What follows belongs to an exercise in optimizing a design on an open flow for small area; a production flow would make more cautious choices.
Only simulation tests tie the RTL to the original design; equivalence was not proved.
No activity file was given, so power comes from the tool's default toggle rates.

## regfile
module regfile (
    input  logic        clk,
    input  logic        rst,
    input  logic        we,
    input  logic [4:0]  waddr,
    input  logic [31:0] wdata,
    input  logic        re1,
    input  logic [4:0]  raddr1,
    output logic [31:0] rdata1,
    input  logic        re2,
    input  logic [4:0]  raddr2,
    output logic [31:0] rdata2
);
    logic [31:0] mem_q [1:31];
    logic [31:0] mem_d [1:31];
    logic [31:1] wen [2], hold [2], sel1 [2], sel2 [2];
    logic [3:0]  wlo, wlo_n, r1lo_n, r2lo_n;
    logic [7:0]  whi, whi_r_n, r1hi_n, r2hi_n;
    rf_dec4_n u_wlo_n (.a(waddr[1:0]),  .en(we),   .y_n(wlo_n));
    rf_dec4   u_wlo   (.a(waddr[1:0]),  .en(we),   .y(wlo));
    rf_dec8   u_whi   (.a(waddr[4:2]),             .y(whi));
    rf_dec8_n u_whi_n (.a(waddr[4:2]),  .dis(rst), .y_n(whi_r_n));
    rf_dec4_n u_r1lo  (.a(raddr1[1:0]), .en(re1),  .y_n(r1lo_n));
    rf_dec8_n u_r1hi  (.a(raddr1[4:2]), .dis(rst), .y_n(r1hi_n));
    rf_dec4_n u_r2lo  (.a(raddr2[1:0]), .en(re2),  .y_n(r2lo_n));
    rf_dec8_n u_r2hi  (.a(raddr2[4:2]), .dis(rst), .y_n(r2hi_n));
    for (genvar i = 1; i < 32; i++) begin : g_dec
        for (genvar h = 0; h < 2; h++) begin : g_half
            rf_nor2  u_wen  (.a(wlo_n[i % 4]), .b(whi_r_n[i / 4]), .y(wen[h][i]));
            rf_aoi21 u_hold (.a1(wlo[i % 4]), .a2(whi[i / 4]), .b(rst), .y(hold[h][i]));
            rf_nor2  u_sel1 (.a(r1lo_n[i % 4]), .b(r1hi_n[i / 4]), .y(sel1[h][i]));
            rf_nor2  u_sel2 (.a(r2lo_n[i % 4]), .b(r2hi_n[i / 4]), .y(sel2[h][i]));
        end
    end
  ...
Size: ~990 flip-flops, ~120 I/O pins, roughly 38000 sq um of cells after synthesis.
export LEC_CHECK = 0
export CAP_MARGIN = 12
export CORE_MARGIN = 2
export CORE_UTILIZATION = 60
export GPL_TIMING_DRIVEN = 0
export SETUP_SLACK_MARGIN = 0.4
export SLEW_MARGIN = 15
export SYNTH_HIERARCHICAL = 1
export SYNTH_MINIMUM_KEEP_SIZE = 0
create_clock -name core_clock -period 7.0 [get_ports {clk}]
standard.sh (not shown) runs the stock make flow with config.mk's settings and CLKGATE_MAP_FILE= SYNTH_SCRIPT=/design/flow/synth_recipe.tcl, a recipe that flattens the netlist after the stock synthesis.
==> flow/flow/run.sh <==
#!/bin/bash
# The standard layout with two changes: clock tree synthesis without dummy loads and with larger
# sink clusters, and the smallest buffer for the port buffers. Everything else, synthesis
# included, is standard.sh's.
set -euo pipefail
export CTS_ARGS="-sink_clustering_enable -repair_clock_nets -dont_use_dummy_load -sink_clustering_size 28 -sink_clustering_max_diameter 75 -buf_list {sky130_fd_sc_hd__clkbuf_8 sky130_fd_sc_hd__clkbuf_16}"
export BUFFER_PORTS_ARGS="-buffer_cell sky130_fd_sc_hd__buf_1"
bash standard.sh > standard.log 2>&1
The starting point finished clean.
Rerun with:
==> flow/flow/run.sh (replaced) <==
#!/bin/bash
# The standard layout with two changes: clock tree synthesis without dummy loads and with larger
# sink clusters, and the smallest buffer for the port buffers. Everything else, synthesis
# included, is standard.sh's.
set -euo pipefail
export CTS_ARGS="-sink_clustering_enable -repair_clock_nets -dont_use_dummy_load -sink_clustering_size 30 -sink_clustering_max_diameter 80 -buf_list {sky130_fd_sc_hd__clkbuf_8 sky130_fd_sc_hd__clkbuf_16}"
export BUFFER_PORTS_ARGS="-buffer_cell sky130_fd_sc_hd__buf_1"
bash standard.sh > standard.log 2>&1
--- a/flow/config.mk
+++ b/flow/config.mk
@@ -9,6 +9,6 @@
 export CORE_MARGIN = 2
-export CORE_UTILIZATION = 60
+export CORE_UTILIZATION = 55
 export GPL_TIMING_DRIVEN = 0
 export SETUP_SLACK_MARGIN = 0.4
-export SLEW_MARGIN = 15
+export SLEW_MARGIN = 12
 export SYNTH_HIERARCHICAL = 1
The new run ran to the end with no violations.
Power barely changes.
Count of clock-buffer cells in the layout falls by 1.
Global-route usage came out lower by 0.41 points.
Fmax grows by 1.7%.

==> what the ideal ports hide <==
How much do the figures lean on ideal ports? The routed layouts below were timed once more, with nothing changed but the port constraints.
Step 1: set_driving_cell puts a clkbuf_16 on clk and a buf_2 on each other input, an assumption about the parent block.
Step 2 also shifts input and output timing later by t, the mid clock arrival at the registers, as if the neighbouring blocks saw the same clock.
Three values: ideal, step 1, step 2; two values: the first two.
run	t (ns)	setup WS [ns]	worst data-port slew with drivers (ns)
the first run	0.708	0.142 / 0.116 / 0.116	0.14
the second run	0.705	0.258 / 0.233 / 0.233	0.14
After both steps setup and hold are still met in every run listed. For the first run, which loses most, drivers alone change the setup slack by -0.026 ns; drivers and shift together by -0.026 ns.
